Context: an optimization exercise on an open-source flow, tuned for small area and a short achievable clock period. The choices shown serve that exercise and are no tape-out recipe.
The RTL was checked by simulation tests, not by an equivalence proof against the original design.
Power and IR drop assume default switching activity.

## design.v

```verilog
module memory_mc_nand #(
  parameter int unsigned N = 2
) (
  input  logic [N-1:0] a,
  output logic         y
);
  assign y = ~&a;
endmodule
module memory_mc_nor2 (
  input  logic a,
  input  logic b,
  output logic y
);
  assign y = ~(a | b);
endmodule
module memory_mc_inv (
  input  logic a,
  output logic y
);
  assign y = ~a;
endmodule
module memory_mc_arb #(
  parameter int unsigned NUM_CH = 4,
  parameter bit          GATE   = 1'b0
) (
  input  logic [NUM_CH*NUM_CH-1:0] prio,
  input  logic [NUM_CH-1:0]        valid,
  input  logic                     en,
  output logic [NUM_CH-1:0]        gnt
);
  for (genvar i = 0; i < NUM_CH; i++) begin : g_ch
    logic [NUM_CH-2:0] term_n;
    logic              blk, off;
    for (genvar k = 0; k < NUM_CH - 1; k++) begin : g_term
      localparam int J = (i + 1 + k) % NUM_CH;
      memory_mc_nand #(.N(2)) u_t (.a({valid[J], prio[J*NUM_CH + i]}), .y(term_n[k]));
    end
    memory_mc_nand #(.N(NUM_CH - 1)) u_blk (.a(term_n), .y(blk));
    if (GATE) begin : g_gate
      memory_mc_nand #(.N(2)) u_off (.a({valid[i], en}), .y(off));
    end else begin : g_nogate
      memory_mc_inv u_off (.a(valid[i]), .y(off));
    end
    memory_mc_nor2 u_gnt (.a(blk), .b(off), .y(gnt[i]));
  end
endmodule
module memory_mc_chdec #(
  parameter int unsigned ADDR_WIDTH = 7,
  parameter int unsigned DEPTH      = 64,
  parameter int unsigned NLo        = 8,
  parameter int unsigned NHi        = 8
) (
  input  logic [ADDR_WIDTH-1:0] addr,
  input  logic                  wr,
  input  logic                  res,
  output logic                  oor,       
  output logic [NLo-1:0]        lo,        
  output logic [NLo-1:0]        lo_wr,     
  output logic [NHi-1:0]        hi,        
  output logic [NHi-1:0]        hi_rd      
);
  localparam int unsigned LoW = $clog2(NLo);
  localparam int unsigned HiW = $clog2(NHi);
  always_comb begin
    oor   = (32'(addr) >= DEPTH);
    lo    = NLo'(1) << addr[LoW-1:0];
    hi    = NHi'(1) << addr[LoW +: HiW];
    lo_wr = lo & {NLo{res & wr & ~oor}};
    hi_rd = hi & {NHi{~oor}};
  end
endmodule
module memory_mc_ao #(
  parameter int unsigned NUM_CH = 4,
  parameter int unsigned W      = 8
) (
  input  logic [NUM_CH-1:0]   gnt,
  input  logic [NUM_CH*W-1:0] x,
  output logic [W-1:0]        y
);
  always_comb begin
    y = '0;
    for (int i = 0; i < NUM_CH; i++) y = y | (x[i*W +: W] & {W{gnt[i]}});
  end
endmodule
module memory_mc_wen #(
  parameter int unsigned NLo      = 8,
  parameter int unsigned NHi      = 8,
  parameter int unsigned NumBytes = 4
) (
  input  logic [NLo-1:0]               lo,
  input  logic [NHi-1:0]               hi,
  input  logic [NumBytes-1:0]          strb,
  output logic [NLo*NHi*NumBytes-1:0]  wen
);
  always_comb begin
    for (int w = 0; w < NLo * NHi; w++) begin
      for (int b = 0; b < NumBytes; b++) begin
        wen[w*NumBytes + b] = hi[w / NLo] & lo[w % NLo] & strb[b];
      end
    end
  end
endmodule
module memory_mc_rdmux #(
  parameter int unsigned WIDTH = 32,
  parameter int unsigned NLo   = 8,
  parameter int unsigned NHi   = 8
) (
  input  logic [NLo*NHi*WIDTH-1:0] mem,
  input  logic [NLo-1:0]           lo_sel,
  input  logic [NHi-1:0]           hi_sel,
  output logic [WIDTH-1:0]         rd
);
  logic [WIDTH-1:0] grp [NHi];
  always_comb begin
    rd = '0;
    for (int h = 0; h < NHi; h++) begin
      grp[h] = '0;
      for (int l = 0; l < NLo; l++) begin
        grp[h] = grp[h] | (mem[(h*NLo + l)*WIDTH +: WIDTH] & {WIDTH{lo_sel[l]}});
      end
      rd = rd | (grp[h] & {WIDTH{hi_sel[h]}});
    end
  end
endmodule
module memory_mc #(
  parameter int unsigned WIDTH      = 32,
  parameter int unsigned DEPTH      = 64,
  parameter int unsigned ADDR_WIDTH = 7,
  parameter int unsigned NUM_CH     = 4,
  parameter int unsigned RD_LAT     = 1
) (
  input  logic                         clk,
  input  logic                         res,
  input  logic [NUM_CH-1:0]            ch_valid,
  output logic [NUM_CH-1:0]            ch_ready,
  input  logic [NUM_CH-1:0]            ch_wr_rd,
  input  logic [NUM_CH*ADDR_WIDTH-1:0] ch_addr,
  input  logic [NUM_CH*WIDTH-1:0]      ch_wdata,
  input  logic [NUM_CH*WIDTH/8-1:0]    ch_wstrb,
  output logic [NUM_CH*WIDTH-1:0]      ch_rdata,
  output logic [NUM_CH-1:0]            ch_rvalid,
  output logic [NUM_CH-1:0]            ch_err
);
  localparam int unsigned NumBytes = WIDTH / 8;
  localparam int unsigned IdxW     = $clog2(DEPTH);
  localparam int unsigned NLo      = 1 << (IdxW / 2);
  localparam int unsigned NHi      = DEPTH / NLo;
  localparam int unsigned NPair = NUM_CH * (NUM_CH - 1) / 2;
  logic [NPair-1:0]         swap_q, swap_d;
  logic [NUM_CH*NUM_CH-1:0] prio;      
  logic [NUM_CH-1:0]        gnt;       
  logic [NUM_CH-1:0]        gnt_d;     
  always_comb begin
    for (int j = 0; j < NUM_CH; j++) begin
      for (int i = 0; i < NUM_CH; i++) begin
        if (j < i)      prio[j*NUM_CH + i] = ~swap_q[(j*NUM_CH - (j*(j+1))/2 + (i-j-1))];
        else if (j > i) prio[j*NUM_CH + i] = swap_q[(i*NUM_CH - (i*(i+1))/2 + (j-i-1))];
        else            prio[j*NUM_CH + i] = 1'b0;
      end
    end
  end
  memory_mc_arb #(.NUM_CH(NUM_CH)) u_arb (.prio(prio), .valid(ch_valid), .en(1'b1), .gnt(gnt));
  memory_mc_arb #(.NUM_CH(NUM_CH)) u_arb_d (.prio(prio), .valid(ch_valid), .en(1'b1), .gnt(gnt_d));
  memory_mc_arb #(.NUM_CH(NUM_CH), .GATE(1'b1)) u_arb_out (
    .prio(prio), .valid(ch_valid), .en(res), .gnt(ch_ready)
  );
  always_comb begin
    for (int j = 0; j < NUM_CH; j++) begin
      for (int i = j + 1; i < NUM_CH; i++) begin
        logic t;
        t = 1'b0;
        for (int g = 0; g < NUM_CH; g++) begin
          if (((i - g - 1 + 2*NUM_CH) % NUM_CH) < ((j - g - 1 + 2*NUM_CH) % NUM_CH)) t = t | gnt[g];
        end
        swap_d[(j*NUM_CH - (j*(j+1))/2 + (i-j-1))] = t;
      end
    end
  end
  always_ff @(posedge clk or negedge res) begin
    if (!res) begin
      swap_q <= '0;
    end else if (|ch_valid) begin
      swap_q <= swap_d;
    end
  end
  logic [NUM_CH-1:0]     oor;
  logic [NUM_CH*NLo-1:0] c_lo, c_lo_wr;
  logic [NUM_CH*NHi-1:0] c_hi, c_hi_rd;
  for (genvar gi = 0; gi < NUM_CH; gi++) begin : g_dec
    memory_mc_chdec #(.ADDR_WIDTH(ADDR_WIDTH), .DEPTH(DEPTH), .NLo(NLo), .NHi(NHi)) u_dec (
      .addr(ch_addr[gi*ADDR_WIDTH +: ADDR_WIDTH]), .wr(ch_wr_rd[gi]), .res(res),
      .oor(oor[gi]), .lo(c_lo[gi*NLo +: NLo]), .lo_wr(c_lo_wr[gi*NLo +: NLo]),
      .hi(c_hi[gi*NHi +: NHi]), .hi_rd(c_hi_rd[gi*NHi +: NHi])
    );
  end
  logic [NLo-1:0]      lo_sel, lo_wr;
  logic [NHi-1:0]      hi_sel, hi_rd;
  logic [NumBytes-1:0] strb_sel;
  logic [WIDTH-1:0]    wdata_sel;
  memory_mc_ao #(.NUM_CH(NUM_CH), .W(NLo)) u_lo_sel (.gnt(gnt), .x(c_lo), .y(lo_sel));
  memory_mc_ao #(.NUM_CH(NUM_CH), .W(NLo)) u_lo_wr (.gnt(gnt), .x(c_lo_wr), .y(lo_wr));
  memory_mc_ao #(.NUM_CH(NUM_CH), .W(NHi)) u_hi_sel (.gnt(gnt), .x(c_hi), .y(hi_sel));
  memory_mc_ao #(.NUM_CH(NUM_CH), .W(NHi)) u_hi_rd (.gnt(gnt), .x(c_hi_rd), .y(hi_rd));
  memory_mc_ao #(.NUM_CH(NUM_CH), .W(NumBytes)) u_strb (.gnt(gnt_d), .x(ch_wstrb), .y(strb_sel));
  memory_mc_ao #(.NUM_CH(NUM_CH), .W(WIDTH)) u_wdata (.gnt(gnt_d), .x(ch_wdata), .y(wdata_sel));
  logic [DEPTH*NumBytes-1:0] wen;
  memory_mc_wen #(.NLo(NLo), .NHi(NHi), .NumBytes(NumBytes)) u_wen (
    .lo(lo_wr), .hi(hi_sel), .strb(strb_sel), .wen(wen)
  );
  logic [DEPTH*WIDTH-1:0] mem_q;
  always_ff @(posedge clk) begin
    for (int w = 0; w < DEPTH; w++) begin
      for (int b = 0; b < NumBytes; b++) begin
        if (wen[w*NumBytes + b]) begin
          mem_q[w*WIDTH + 8*b +: 8] <= wdata_sel[8*b +: 8];
        end
      end
    end
  end
  logic [WIDTH-1:0] rd_word;    
  memory_mc_rdmux #(.WIDTH(WIDTH), .NLo(NLo), .NHi(NHi)) u_rd (
    .mem(mem_q), .lo_sel(lo_sel), .hi_sel(hi_rd), .rd(rd_word)
  );
  logic [NUM_CH-1:0]       rvalid_q, err_q, has_q;
  logic [NUM_CH*WIDTH-1:0] rdata_q;
  always_ff @(posedge clk or negedge res) begin
    if (!res) begin
      rvalid_q <= '0;
      err_q    <= '0;
      has_q    <= '0;
    end else begin
      for (int i = 0; i < NUM_CH; i++) begin
        rvalid_q[i] <= gnt_d[i] & ~ch_wr_rd[i];
        err_q[i]    <= gnt_d[i] & oor[i];
        if (gnt_d[i] && !ch_wr_rd[i]) has_q[i] <= 1'b1;
      end
    end
  end
  always_ff @(posedge clk) begin
    for (int i = 0; i < NUM_CH; i++) begin
      if (gnt_d[i] && !ch_wr_rd[i]) rdata_q[i*WIDTH +: WIDTH] <= rd_word;
    end
  end
  always_comb begin
    for (int i = 0; i < NUM_CH; i++) begin
      ch_rdata[i*WIDTH +: WIDTH] = rdata_q[i*WIDTH +: WIDTH] & {WIDTH{has_q[i]}};
    end
  end
  assign ch_rvalid = rvalid_q;
  assign ch_err    = err_q;
endmodule
module memory_mc_top (
  input  logic         clk,
  input  logic         res,
  input  logic [3:0]   ch_valid,
  output logic [3:0]   ch_ready,
  input  logic [3:0]   ch_wr_rd,
  input  logic [27:0]  ch_addr,
  input  logic [127:0] ch_wdata,
  input  logic [15:0]  ch_wstrb,
  output logic [127:0] ch_rdata,
  output logic [3:0]   ch_rvalid,
  output logic [3:0]   ch_err
);
  memory_mc #(
    .WIDTH     (32),
    .DEPTH     (64),
    .ADDR_WIDTH(7),
    .NUM_CH    (4),
    .RD_LAT    (1)
  ) u_mc (
    .clk      (clk),
    .res      (res),
    .ch_valid (ch_valid),
    .ch_ready (ch_ready),
    .ch_wr_rd (ch_wr_rd),
    .ch_addr  (ch_addr),
    .ch_wdata (ch_wdata),
    .ch_wstrb (ch_wstrb),
    .ch_rdata (ch_rdata),
    .ch_rvalid(ch_rvalid),
    .ch_err   (ch_err)
  );
endmodule
```

## flow/run.sh

```bash
#!/bin/bash
# Standard ORFS layout, but ports are buffered with a plain buf_1 instead of
# the delay-cell buffer buffer_ports picks by default.
set -euo pipefail
export BUFFER_PORTS_ARGS="-buffer_cell sky130_fd_sc_hd__buf_1"
bash standard.sh finish > orfs_make.log 2>&1
```

## standard.sh

```bash
#!/bin/bash
# synth_recipe.tcl (not shown) runs the flow's synth.tcl, then flattens the netlist and writes it again
# the make line also repeats each setting of config.mk as NAME=value (left out here)
make -C /OpenROAD-flow-scripts/flow DESIGN_CONFIG=/design/flow/config.mk WORK_HOME=/design/flow/orfs CLKGATE_MAP_FILE= SYNTH_SCRIPT=/design/flow/synth_recipe.tcl "${@:-finish}"
```

## config.mk

```make
export PLATFORM = sky130hd
export DESIGN_NAME = memory_mc_top
export DESIGN_NICKNAME = memory_mc_top
export VERILOG_FILES = /design/flow/design.v
export SDC_FILE = /design/flow/constraint.sdc
export NUM_CORES = 4
export LEC_CHECK = 0
export CAP_MARGIN = 20
export CORE_MARGIN = 2
export CORE_UTILIZATION = 55
export CTS_CLUSTER_DIAMETER = 60
export CTS_CLUSTER_SIZE = 30
export SETUP_SLACK_MARGIN = 3.0
export SLEW_MARGIN = 20
export SYNTH_HIERARCHICAL = 1
export SYNTH_MINIMUM_KEEP_SIZE = 0
export TNS_END_PERCENT = 0
```

## constraint.sdc

```tcl
create_clock -name core_clock -period 5.5 [get_ports {clk}]
set_input_delay 1.1000 -clock core_clock [delete_from_list [all_inputs] [get_ports {clk}]]
set_output_delay 1.1000 -clock core_clock [all_outputs]
set_load 0.01 [all_outputs]
```

==> impl_metrics.ini, run 1 <==
[critical_path]
crit_required_ns = 6.03
r2r_slack_ns = 2.07
crit_path_start_kind = primary input
end_kind = flop
path_class = in2reg
ff2ff_path_depth = 14
cp.arrival_ns = 3.97
crit_fanout = 17
rr_endpoint = u_mc.rdata_q[103]
reg2reg_from = u_mc.swap_q[3]

[global_route]
gr-total-overflow = 0
track_usage = 0.314
antenna_found_initial = 17
grt_pass1_vias = 47013
grt_pass1_wl_um = 344000
grt_max_degree = 126

[clock_network]
cts_tree = done
cts_root_buf = clkbuf_16
htreeDepth = 4
postCtsHoldBufs = 0
clkSlewWorstSetupHoldPaths_ns = 0.09
cts_sinks = 2194
cts_buffers = 140
clock_latency_ns = 0.82
cts.path.max_buffers = 3

[timing]
slew_headroom = 0.223
fin_setup_tns_ns = 0
whs_ns = 0.295
fin_skew_ns = 0.0432
rsz0062_at_grt = true
tightest_slew_ns = 1.17
setup_viol = 0
period_minus_slack_ns = 3.43
finalWorstSetupSlack_ns = 2.07
fin_crit_sh = 0.624
hold_violations = 0
final_max_slew_viol_count = 0
fmax_mhz = 291

[power]
worst_ir_drop_vdd_v = 0.000324
clockPowerShare = 0.335
p_int_mw = 26.0
combPwrFrac = 0.116
finalPower_mw = 35.1
leakage_nw = 29.7
power_density_mw_per_mm2 = 375
p_seq_frac = 0.549
swShare = 0.260
p_sw_mw = 9.10

[min_path]
min_path_type = in2async

[synthesis]
netlist_instances = 4862
syn_nets = 5044
syn-cell-area_mm2 = 0.0832
ys.warnings.count = 14
avgSynthCellArea_um2 = 17.1

[floorplanning]
coreArea_mm2 = 0.150
ioPinCount = 322
dieWidth_um = 393
dieArea_mm2 = 0.154
rows = 142
die_h_um = 393
start_util = 0.554

[final_layout]
drive_gt1_frac = 0.132
final_core_util = 0.623
area_delta_synth_final_pct = 12.4
num-nets-final = 5370
final_cells = 7334
fin_area_mm2 = 0.0936

[drt]
detail-route-antenna-nets = 0
avgRoutedWirePerCell_um = 33.3
vias = 49255
dr.pass1.iters = 5
drt_wl_total_um = 244000
drcViolationCount = 0
first_iter_violations = 7243
viasPerCell = 6.72

[placement]
dpl.hpwl_um = 147000
gp_congestion = 0.926
port_buffers = 321
dp_cells = 6992
post_dp_cell_area_mm2 = 0.0869
dp_slack_ns = 0.490

[outcome]
outcome = complete, no violations

[run]
drv_cap = 0
[worst max path at each step]
stage                         startpoint                end  slack, ns  depth (start not counted)
after global routing      u_mc.swap_q[3]   u_mc.rdata_q[83]       2.07                         15
after floorplan              ch_valid[1]  u_mc.rdata_q[119]       2.62                         12
final                         ch_addr[6]   u_mc.rdata_q[79]       2.07                          9
after global placement       ch_valid[3]   u_mc.rdata_q[58]       0.47                         12
after CTS                 u_mc.swap_q[3]   u_mc.rdata_q[79]       2.23                         14
after detailed placement     ch_valid[3]   u_mc.rdata_q[58]       0.49                         12
[layer usage]
layer  up-vias  global-route usage  routed length (um)
li1      20822                   -                   -
met1     25280               0.452               97300
met2      2819               0.498              117000
met3       332              0.0486               22500
met4         2               0.101                7420
met5         -                   0                  13
[repair_timing]
item                                     CTS  global route
endpoints found under the setup margin  4280          4300
cloned                                    13             1
pin swaps                                 48            13
buffers inserted                          51             5
resized for setup                        146            16
[cell type report]
class                           instances  area [um^2]
Clock buffer                          157         3780
Timing Repair Buffer                  548         3760
Sequential cell                      2194        65800
Inverter                               22         82.6
Fill cell                           10793        56600
Tap cell                             2016         2520
Multi-Input combinational cell       2282        16300
Clock inverter                        101         1270
Antenna cell                           14         35.0
[power groups by stage]
stage	clock (mW)	sequential (mW)	combinational [mW]
after floorplan	0	19.6	1.91
after global placement	0	19.6	3.71
after detailed placement	0	19.6	3.77
after CTS	11.9	19.2	4.03
after global routing	12.4	19.3	4.31
final	11.7	19.2	4.08
[state kept, by name, summed over array words and instances (netlist names)]
name	cells
u_mc.mem_q	2048
u_mc.rdata_q	128
u_mc.has_q	4
u_mc.swap_q	6
u_mc.rvalid_q	4
u_mc.err_q	4
[cell usage in the layout, fill, tap and decap left out, drive strengths merged]
cell type	instances
and3	256
buf	536
nand2b	20
clkbuf	161
nor3	41
nand2	118
bufinv	10
nand4bb	4
nand4b	4
dfrtp	18
and2	132
diode	14
clkinv	38
mux2	3
bufbuf	8
nand3	12
mux2i	3
edfxtp	2176
inv	69
a22oi	1288
or2	4
nor2b	4
nor4	5
nand4	288
clkinvlp	6
nor2	100
[critical path: stages]
cell      delay (ns)
buf_1           0.40
nand2b_4        0.26
nor3_1          0.05
a22oi_1         0.40
nand2_4         0.42
buf_4           0.35
a22oi_2         0.24
nand4_1         0.40
buf_4           0.30
==> inputs of run 2 (changes only) <==
--- a/design.v
+++ b/design.v
@@ -106,12 +106,11 @@
   parameter int unsigned NHi   = 8
 ) (
-  input  logic [NLo*NHi*WIDTH-1:0] mem,
-  input  logic [NLo-1:0]           lo_sel,
-  input  logic [NHi-1:0]           hi_sel,
-  output logic [WIDTH-1:0]         rd
+  input  logic [NLo*NHi*WIDTH-1:0]   mem,
+  input  logic [NLo-1:0]             lo_sel,
+  input  logic [NHi-1:0]             hi_sel,
+  output logic [NHi/2*WIDTH-1:0]     part_n
 );
   logic [WIDTH-1:0] grp [NHi];
   always_comb begin
-    rd = '0;
     for (int h = 0; h < NHi; h++) begin
       grp[h] = '0;
@@ -119,5 +118,24 @@
         grp[h] = grp[h] | (mem[(h*NLo + l)*WIDTH +: WIDTH] & {WIDTH{lo_sel[l]}});
       end
-      rd = rd | (grp[h] & {WIDTH{hi_sel[h]}});
+    end
+    for (int k = 0; k < NHi / 2; k++) begin
+      part_n[k*WIDTH +: WIDTH] = ~((grp[2*k] & {WIDTH{hi_sel[2*k]}}) |
+                                   (grp[2*k+1] & {WIDTH{hi_sel[2*k+1]}}));
+    end
+  end
+endmodule
+module memory_mc_rdor #(
+  parameter int unsigned WIDTH = 32,
+  parameter int unsigned NPART = 4
+) (
+  input  logic [NPART*WIDTH-1:0] part_n,
+  output logic [WIDTH-1:0]       rd
+);
+  always_comb begin
+    for (int b = 0; b < WIDTH; b++) begin
+      logic all_n;
+      all_n = 1'b1;
+      for (int k = 0; k < NPART; k++) all_n = all_n & part_n[k*WIDTH + b];
+      rd[b] = ~all_n;
     end
   end
@@ -218,8 +236,14 @@
     end
   end
-  logic [WIDTH-1:0] rd_word;    
+  logic [NHi/2*WIDTH-1:0]  rd_part_n;
+  logic [NUM_CH*WIDTH-1:0] rd_word;    
   memory_mc_rdmux #(.WIDTH(WIDTH), .NLo(NLo), .NHi(NHi)) u_rd (
-    .mem(mem_q), .lo_sel(lo_sel), .hi_sel(hi_rd), .rd(rd_word)
+    .mem(mem_q), .lo_sel(lo_sel), .hi_sel(hi_rd), .part_n(rd_part_n)
   );
+  for (genvar gi = 0; gi < NUM_CH; gi++) begin : g_rdor
+    memory_mc_rdor #(.WIDTH(WIDTH), .NPART(NHi / 2)) u_rdor (
+      .part_n(rd_part_n), .rd(rd_word[gi*WIDTH +: WIDTH])
+    );
+  end
   logic [NUM_CH-1:0]       rvalid_q, err_q, has_q;
   logic [NUM_CH*WIDTH-1:0] rdata_q;
@@ -239,5 +263,5 @@
   always_ff @(posedge clk) begin
     for (int i = 0; i < NUM_CH; i++) begin
-      if (gnt_d[i] && !ch_wr_rd[i]) rdata_q[i*WIDTH +: WIDTH] <= rd_word;
+      if (gnt_d[i] && !ch_wr_rd[i]) rdata_q[i*WIDTH +: WIDTH] <= rd_word[i*WIDTH +: WIDTH];
     end
   end
--- a/config.mk
+++ b/config.mk
@@ -11,4 +11,5 @@
 export CTS_CLUSTER_DIAMETER = 60
 export CTS_CLUSTER_SIZE = 30
+export PLACE_DENSITY = 0.8
 export SETUP_SLACK_MARGIN = 3.0
 export SLEW_MARGIN = 20
==> run 2 against run 1 <==
  * Wire length increased by 8.9%
  * Cell count increased by 2.8%
  * Largest power group unchanged
  * First-iteration DRC count increased by 52%
  * Sequential power about the same
  * Non-clock buffer count increased by 144
  * Die area increased by 0.82%
  * Still clean on timing, DRC and antenna
  * Hold slack got worse by 0.13 ns
==> impl_metrics.ini, run 2 <==
[clock_network]
cts.path.max_buffers = 3
htreeDepth = 3
postCtsHoldBufs = 0
cts_sinks = 2194
cts_buffers = 106
clkSlewWorstSetupHoldPaths_ns = 0.10
cts_tree = done
cts_root_buf = clkbuf_16
clock_latency_ns = 0.79

[floorplanning]
dieArea_mm2 = 0.156
dieWidth_um = 395
die_h_um = 395
start_util = 0.553
ioPinCount = 322
coreArea_mm2 = 0.152
rows = 143

[power]
worst_ir_drop_vdd_v = 0.000316
p_int_mw = 24.7
leakage_nw = 30.7
p_sw_mw = 8.94
swShare = 0.266
clockPowerShare = 0.289
combPwrFrac = 0.138
power_density_mw_per_mm2 = 349
p_seq_frac = 0.573

[timing]
fin_crit_sh = 0.559
slew_headroom = 0.255
fmax_mhz = 325
fin_skew_ns = 0.0558
period_minus_slack_ns = 3.08
tightest_slew_ns = 1.12
final_max_slew_viol_count = 0
fin_setup_tns_ns = 0
hold_violations = 0
finalWorstSetupSlack_ns = 2.42
setup_viol = 0
rsz0062_at_grt = true

[critical_path]
crit_path_max_incr_delay_ns = 0.40
crit_path_start_kind = primary input
cp.arrival_ns = 3.57
path_cells = buf_1, nand2b_1, nor2_1, a22oi_2, nand2_4, buf_6, clkbuf_16, a22oi_1, nand4_1, a22oi_2, nand4_1
crit_required_ns = 6.00
path_delay_family = compound AO/OA/AOI/OAI gates
end_kind = flop
crit_buf_inv = 3
path_class = in2reg
crit_fanout = 39
slowest_stage = a22oi_2

[synthesis]
syn-cell-area_mm2 = 0.0839
netlist_instances = 4958
avgSynthCellArea_um2 = 16.9
syn_nets = 5140
ys.warnings.count = 15

[final_layout]
num-nets-final = 5583
area_delta_synth_final_pct = 14.9
top_regs = u_mc.mem_q x2048, u_mc.rdata_q x128, u_mc.swap_q x6
largest_reg_flops = 2048
final_cell_mix = 2176 x edfxtp_1, 1023 x a22oi_1, 384 x nand4_1
drive_gt1_frac = 0.213
regMostFlops = u_mc.mem_q
fillers = 9821
final_common_cell = edfxtp_1

[drt]
first_iter_violations = 11015
avgRoutedWirePerCell_um = 35.3
dr.pass1.iters = 7
vias = 54738
drt_wl_total_um = 266000
detail-route-antenna-nets = 0
viasPerCell = 7.26
drcViolationCount = 0

[placement]
gp_congestion = 0.923
dpl.hpwl_um = 155000
port_buffers = 321
dp_slack_ns = 0.837

[global_route]
top_usage_layer = met2
antenna_found_initial = 46
gr-usage-met1 = 0.418
track_usage = 0.316
grt_pass1_wl_um = 358000
met2_usage = 0.482
grt_max_degree = 85
grt_pass1_vias = 50600
grtUsageMet3 = 0.0952
gr-total-overflow = 0

[outcome]
outcome = complete, no violations

[run]
drv_cap = 0

[min_path]
min_path_type = in2async
## run 2: cell types whose count changed in the layout (fill, tap and decap cells not counted), moves of 28 or more
cell and delta:
a22oi_2 +202, and3_2 +147, a22oi_1 -202, buf_12 +31, buf_4 +56, nand4_1 +96
buf_6 +28, and3_1 -155
## run 2: final cells by class
class | instances | area, um^2 | share of cell area
Tap cell | 2030 | 2540 | 0.0263
Sequential cell | 2194 | 65800 | 0.682
Timing Repair Buffer | 692 | 5840 | 0.0605
Multi-Input combinational cell | 2385 | 18300 | 0.190
Inverter | 22 | 90.1 | 0.000934
Clock inverter | 81 | 1050 | 0.0109
Clock buffer | 114 | 2720 | 0.0282
Antenna cell | 24 | 60.1 | 0.000623
## run 2: path summary, 6_finish.rpt
kind                                start  slack (ns)          endpoint  cells after the start
max                            ch_addr[8]        2.42  u_mc.rdata_q[71]                     11
min                                   res        0.16     u_mc.err_q[2]                      1
max reg2reg                u_mc.swap_q[2]        2.43   u_mc.mem_q[900]                      9
min reg2reg                u_mc.swap_q[5]        0.63    u_mc.swap_q[5]                      1
max in group asynchronous             res        4.83     u_mc.has_q[3]                      2
min in group core_clock    u_mc.swap_q[5]        0.63    u_mc.swap_q[5]                      1
## run 2: repair_timing
action,CTS,global route
buffers inserted,127,50
pin swaps,106,149
hold endpoints to repair,0,0
gates resized for setup,233,258
gates cloned,16,27
endpoints found under the setup margin,4455,4044
## run 2: worst register-to-register path: stages, from the launching register on
cell and delay [ns]:
dfrtp_1 0.43, inv_2 0.08, nand2_2 0.08, nand3_4 0.17, nor2_4 0.38, buf_4 0.23
a22oi_1 0.11, nand2_4 0.36, buf_4 0.36, and3_1 0.53
## run 2: layer usage
metal / up-vias / part of all wire
met2: 5237 / 0.45
met3: 866 / 0.16
met5: - / 0.0015
met1: 27075 / 0.33
li1: 21510 / -
met4: 50 / 0.062
## run 2: per-stage QoR
step	power, mW	hold slack (ns)	std cells	cell area [um^2]	util
floorplan	21.7	0.508	4958	84800	-
global placement	23.4	0.591	7103	88500	0.583
detailed placement	23.6	0.593	7103	88500	0.583
CTS	33.2	0.160	7441	94400	0.622
global route	34.3	0.154	7527	96400	0.635
finish	33.7	0.162	7542	96400	0.636
## run 2: power by group through the flow
stage	clock (mW)	sequential, mW	combinational [mW]
2_1_floorplan	0	19.6	2.12
3_3_place_gp	0	19.6	3.79
3_5_place_dp	0	19.7	3.93
4_1_cts	9.67	19.3	4.22
5_1_grt	10.2	19.3	4.80
6_report	9.74	19.3	4.66
==> inputs of run 3 (changes only) <==
--- a/config.mk
+++ b/config.mk
@@ -16,3 +16,3 @@
 export SYNTH_HIERARCHICAL = 1
 export SYNTH_MINIMUM_KEEP_SIZE = 0
-export TNS_END_PERCENT = 0
+export TNS_END_PERCENT = 2
==> run 3 against run 2 <==
  * The layout now fails its checks (antenna rules)
  * Maximum frequency shrank 11%
  * Highest routed layer unchanged
  * Critical path type unchanged
  * Synthesized cell count is the same
  * Cell count grew 1.6%
==> impl_metrics.ini, run 3 <==
[global_route]
antenna_found_initial = 43
grt_pass1_wl_um = 414000
gr-total-overflow = 0
grtUsageMet3 = 0.155
met2_usage = 0.558
grt_pass1_vias = 55854
track_usage = 0.377
grt_max_degree = 72
gr-usage-met1 = 0.453
top_usage_layer = met2

[power]
power_density_mw_per_mm2 = 348
worst_ir_drop_vdd_v = 0.000307
leakage_nw = 32.0

[timing]
hold_violations = 0
fin_skew_ns = 0.0420
tightest_slew_ns = 1.13
fmax_mhz = 290
period_minus_slack_ns = 3.45
fin_crit_sh = 0.627
slew_headroom = 0.245
final_max_slew_viol_count = 0
rsz0062_at_grt = true
fin_setup_tns_ns = 0
setup_viol = 0

[final_layout]
multi_input_area_mm2 = 0.0192
final_cell_mix = 2176 x edfxtp_1, 855 x a22oi_1, 433 x a22oi_2
num-nets-final = 5680
seqCellArea_mm2 = 0.0658
drive_gt1_frac = 0.238
area_delta_synth_final_pct = 19.0
regMostFlops = u_mc.mem_q
final_common_cell = edfxtp_1
final_cells = 7659
fillers = 8983
top_regs = u_mc.mem_q x2048, u_mc.rdata_q x128, u_mc.swap_q x6
largest_reg_flops = 2048

[placement]
port_buffers = 321
dpl.hpwl_um = 155000
gp_congestion = 0.919
dp_cells = 7086

[clock_network]
clock_latency_ns = 0.81
htreeDepth = 3
cts_buffers = 109
cts_sinks = 2194
cts_root_buf = clkbuf_16
cts.path.max_buffers = 3
clkSlewWorstSetupHoldPaths_ns = 0.11
cts_tree = done

[critical_path]
cp.arrival_ns = 3.98
path_cells = buf_1, nor3_1, a22oi_2, buf_6, nand2_8, buf_12, buf_16, a22oi_1, nand4_1, a22oi_2, nand4_1
crit_path_start_kind = primary input
ff2ff_path_depth = 13
rr_endpoint = u_mc.rdata_q[114]
crit_fanout = 9
crit_required_ns = 6.03
path_delay_family = compound AO/OA/AOI/OAI gates
end_kind = flop
reg2reg_from = u_mc.swap_q[3]
crit_buf_inv = 4
path_class = in2reg
crit_path_max_incr_delay_ns = 0.51
r2r_slack_ns = 2.10
slowest_stage = a22oi_1

[outcome]
so_faults = antenna rules
outcome = complete, but fails checks

[floorplanning]
start_util = 0.553
dieArea_mm2 = 0.156
die_h_um = 395
coreArea_mm2 = 0.152
ioPinCount = 322
dieWidth_um = 395
rows = 143

[drt]
drcViolationCount = 0
first_iter_violations = 13563
detail-route-antenna-nets = 1
drt_wl_total_um = 307000
vias = 59378
avgRoutedWirePerCell_um = 40.1
dr.pass1.iters = 15
viasPerCell = 7.75

[synthesis]
netlist_instances = 4958
avgSynthCellArea_um2 = 16.9
syn_nets = 5140
syn-cell-area_mm2 = 0.0839
ys.warnings.count = 15

[run]
drv_cap = 0

[min_path]
min_path_type = in2async
[run 3: worst max-delay path by stage]
stage                              start           endpoint  slack [ns]  cells after the start
after global placement       ch_valid[0]    u_mc.rdata_q[3]        1.10                     10
after global routing      u_mc.swap_q[0]   u_mc.rdata_q[18]        2.21                     14
after CTS                  u_mc.has_q[0]       ch_rdata[14]        2.52                      3
final                        ch_addr[16]  u_mc.rdata_q[114]        2.05                     11
after detailed placement     ch_valid[0]    u_mc.rdata_q[2]        0.95                     10
after floorplan              ch_valid[3]  u_mc.rdata_q[114]        2.63                     12
[run 3: repair_timing]
item,CTS,global route
gates resized for setup,521,151
setup endpoints to repair,4444,4270
endpoints found under the hold margin,0,0
hold buffers,0,0
pin swaps,295,137
setup buffers,212,20
gates cloned,92,7
[run 3: power by group]
part	switching (mW)	internal (mW)	leakage, nW	total [mW]
Combinational	3.79	1.59	10.1	5.38
Clock	5.93	4.18	1.88	10.1
Sequential	0.0796	19.2	20.0	19.3
Total	9.80	25.0	32.0	34.8
[run 3: layout make-up]
cell class | instances | share of cell area
Inverter | 22 | 0.000977
Multi-Input combinational cell | 2393 | 0.192
Tap cell | 2030 | 0.0254
Clock buffer | 117 | 0.0278
Antenna cell | 36 | 0.000902
Timing Repair Buffer | 778 | 0.0819
Clock inverter | 89 | 0.0116
Sequential cell | 2194 | 0.659
[run 3: through the flow]
| stage | power [mW] | instance area [um^2] | util | hold WS (ns) | worst slack (ns) |
|---|---|---|---|---|---|
| 6_report | 34.8 | 99800 | 0.658 | 0.161 | 2.05 |
| 5_1_grt | 35.2 | 99800 | 0.658 | 0.149 | 2.21 |
| 4_1_cts | 34.0 | 98800 | 0.651 | 0.151 | 2.52 |
| 3_5_place_dp | 23.5 | 88400 | 0.583 | 0.626 | 0.952 |
| 3_3_place_gp | 23.4 | 88400 | 0.583 | 0.617 | 1.10 |
| 2_1_floorplan | 21.7 | 84800 | - | 0.508 | 2.63 |
[run 3: worst register-to-register path: stages (launching register included)]
cell     delay (ns)
dfrtp_2        0.46
inv_2          0.08
nand2_2        0.07
nand3_4        0.09
nor2_4         0.09
a22oi_2        0.26
buf_6          0.25
nand2_8        0.16
buf_12         0.18
buf_16         0.17
a22oi_1        0.51
nand4_1        0.27
a22oi_2        0.35
nand4_1        0.21
[run 3: routing by layer]
metal	up-vias	part of all wire
met3	1913	0.19
met4	38	0.091
met5	-	0.0017
li1	21766	-
met1	28238	0.29
met2	7423	0.43
==> inputs of run 4 (changes only) <==
--- a/config.mk
+++ b/config.mk
@@ -8,11 +8,11 @@
 export CAP_MARGIN = 20
 export CORE_MARGIN = 2
-export CORE_UTILIZATION = 55
+export CORE_UTILIZATION = 65
 export CTS_CLUSTER_DIAMETER = 60
 export CTS_CLUSTER_SIZE = 30
-export PLACE_DENSITY = 0.8
+export PLACE_DENSITY = 0.85
 export SETUP_SLACK_MARGIN = 3.0
 export SLEW_MARGIN = 20
 export SYNTH_HIERARCHICAL = 1
 export SYNTH_MINIMUM_KEEP_SIZE = 0
-export TNS_END_PERCENT = 2
+export TNS_END_PERCENT = 0
==> run 4 against run 3 <==
  * Hold slack got worse by 0.014 ns
  * Critical path depth increased by 3
  * Clock-buffer cell count increased by 3
  * Core utilization increased by 8.9 points
  * Power decreased by 0.85%
  * Clock power increased by 5%
  * First-iteration DRC count increased by 8.3%
  * Combinational power decreased by 14%
  * Sequential share of layout area increased by 3.0 points
  * Register-to-register slack got worse by 0.05 ns
  * The run now finishes clean
  * Setup slack got worse by 0.0014 ns
==> impl_metrics.ini, run 4 <==
[drt]
avgRoutedWirePerCell_um = 39.1
dr.pass1.iters = 30
wl_met3_um = 53700
met2_length_um = 121000
vias = 57551
viasPerCell = 8.06
wl_met1_um = 80500
detail-route-antenna-nets = 0
first_iter_violations = 14682
drcViolationCount = 0
drt_wl_total_um = 280000
top_layer = met5

[final_layout]
regMostFlops = u_mc.mem_q
area_delta_synth_final_pct = 13.8
multi_input_area_mm2 = 0.0184
final_cell_mix = 2176 x edfxtp_1, 1020 x a22oi_1, 384 x nand4_1
top_regs = u_mc.mem_q x2048, u_mc.rdata_q x128, u_mc.swap_q x6
final_cells = 7141
final_common_cell = edfxtp_1
fillers = 6270
largest_reg_flops = 2048
num-nets-final = 5518
seqCellArea_mm2 = 0.0658
drive_gt1_frac = 0.192

[critical_path]
rr_endpoint = u_mc.rdata_q[55]
crit_path_start_kind = flop
crit_required_ns = 6.07
r2r_slack_ns = 2.05
path_cells = inv_2, nand2_2, nand3_4, nor2_2, buf_4, a22oi_2, buf_6, nand2_8, buf_12, a22oi_1, nand4_1, a22oi_2, buf_4, nand4_1
end_kind = flop
crit_fanout = 7
slowest_stage = dfrtp_1
cp.arrival_ns = 4.02
crit_path_max_incr_delay_ns = 0.45
reg2reg_from = u_mc.swap_q[5]
path_class = reg2reg
ff2ff_path_depth = 14

[floorplanning]
rows = 131
ioPinCount = 322
die_h_um = 363
dieArea_mm2 = 0.132
dieWidth_um = 363
coreArea_mm2 = 0.128
start_util = 0.657

[placement]
dpl.hpwl_um = 155000
gp_congestion = 0.920
port_buffers = 321
dp_cells = 6719

[global_route]
gr-total-overflow = 0
track_usage = 0.399
grt_pass1_wl_um = 374000
grt_pass1_vias = 53327
grt_max_degree = 81
antenna_found_initial = 52

[power]
worst_ir_drop_vdd_v = 0.000306
leakage_nw = 30.5
power_density_mw_per_mm2 = 361
finalPower_mw = 34.5

[clock_network]
cts_sinks = 2194
cts_tree = done
clkSlewWorstSetupHoldPaths_ns = 0.11
cts_buffers = 116
clock_latency_ns = 0.84
cts.path.max_buffers = 3
cts_root_buf = clkbuf_16
htreeDepth = 3

[synthesis]
netlist_instances = 4958
avgSynthCellArea_um2 = 16.9
ys.warnings.count = 15
syn-cell-area_mm2 = 0.0839
syn_nets = 5140

[min_path]
min_path_type = in2async

[timing]
setup_viol = 0
final_max_slew_viol_count = 0
whs_ns = 0.147
rsz0062_at_grt = true
fmax_mhz = 290
fin_crit_sh = 0.628
hold_violations = 0
slew_headroom = 0.209
fin_setup_tns_ns = 0
tightest_slew_ns = 1.18
fin_skew_ns = 0.0768
period_minus_slack_ns = 3.45

[outcome]
outcome = complete, no violations

[run]
drv_cap = 0
run 4: how the worst max path moves through the flow:
stage                    from                end  depth (start not counted)
2_1_floorplan     ch_valid[3]  u_mc.rdata_q[114]                         12
3_3_place_gp      ch_valid[1]   u_mc.rdata_q[93]                         12
3_5_place_dp      ch_valid[1]   u_mc.rdata_q[10]                         12
4_1_cts         u_mc.has_q[3]      ch_rdata[103]                          3
5_1_grt        u_mc.swap_q[5]   u_mc.rdata_q[81]                         13
6_report       u_mc.swap_q[5]   u_mc.rdata_q[55]                         14
run 4: through the flow:
step                       util  instance area, um^2  setup slack [ns]
after floorplan               -                84800              2.63
after global placement    0.687                87900             0.971
after detailed placement  0.687                87900             0.873
after CTS                 0.737                94200              2.51
after global routing      0.747                95500              2.06
final                     0.747                95500              2.05
run 4: worst max-delay path: cells and delay by family, from the launching register on:
kind                   cells  cell delay (ns)
AOI/OAI and AO/OA          3             0.83
buffers and inverters      5             0.92
DFF                        1             0.45
and+or+nand+nor            6             1.00
run 4: power breakdown:
group / switching (mW) / internal [mW] / total, mW
Sequential: 0.0724 / 19.2 / 19.3
Clock: 6.08 / 4.50 / 10.6
Combinational: 3.45 / 1.16 / 4.61
Total: 9.60 / 24.9 / 34.5
run 4: what timing repair did:
action | 4_1_cts | 5_1_grt
hold buffers | 0 | 0
pin swaps | 81 | 139
setup buffers | 100 | 24
cloned | 24 | 11
gates resized for setup | 226 | 172
setup endpoints to repair | 4482 | 4260
run 4: area by class of cell:
type	instances	share of cell area
clock inverter	100	0.0133
inverter	22	0.000943
clock buffer	120	0.0310
antenna	41	0.00107
tap	1662	0.0218
sequential	2194	0.689
timing repair buffer	610	0.0506
multi-input combinational	2392	0.192
run 4: routing by layer:
metal / GRT usage / up-vias
met5: 0.0272 / -
met4: 0.242 / 52
met3: 0.171 / 1833
met2: 0.587 / 6993
met1: 0.491 / 27254
li1: - / 21419

port drivers added, routing unchanged:
The results above use ideal ports. As a check the final layouts listed here were re-extracted and re-timed, cells and wires unchanged. Step 1 assumes that a clkbuf_16 drives the clock port and a buf_2 every other input. Step 2 moves the port delays by t, midway between the first and last clock arrival at a register: inputs arrive t later, outputs are due t later. That takes back most of the time a late clock gives input paths. Three values: no drivers, after step 1, after step 2; two values: the first two.
run | t, ns | setup slack, ns | latest minus earliest clock arrival (ns) | slew at the worst register clock pin (ns) | cell pins on the clock port's net
run 1 | 0.881 | 2.067 / 2.070 / 1.250 | 0.044 / 0.044 | 0.11 / 0.11 | 1
run 2 | 0.841 | 2.423 / 2.273 / 1.432 | 0.064 / 0.064 | 0.11 / 0.11 | 1
run 3 | 0.882 | 2.049 / 1.966 / 1.084 | 0.044 / 0.044 | 0.12 / 0.12 | 1
run 4 | 0.873 | 2.047 / 1.983 / 1.110 | 0.076 / 0.077 | 0.12 / 0.12 | 1
For run 2, which loses most, drivers alone change the setup slack by -0.150 ns; drivers and shift together by -0.991 ns.
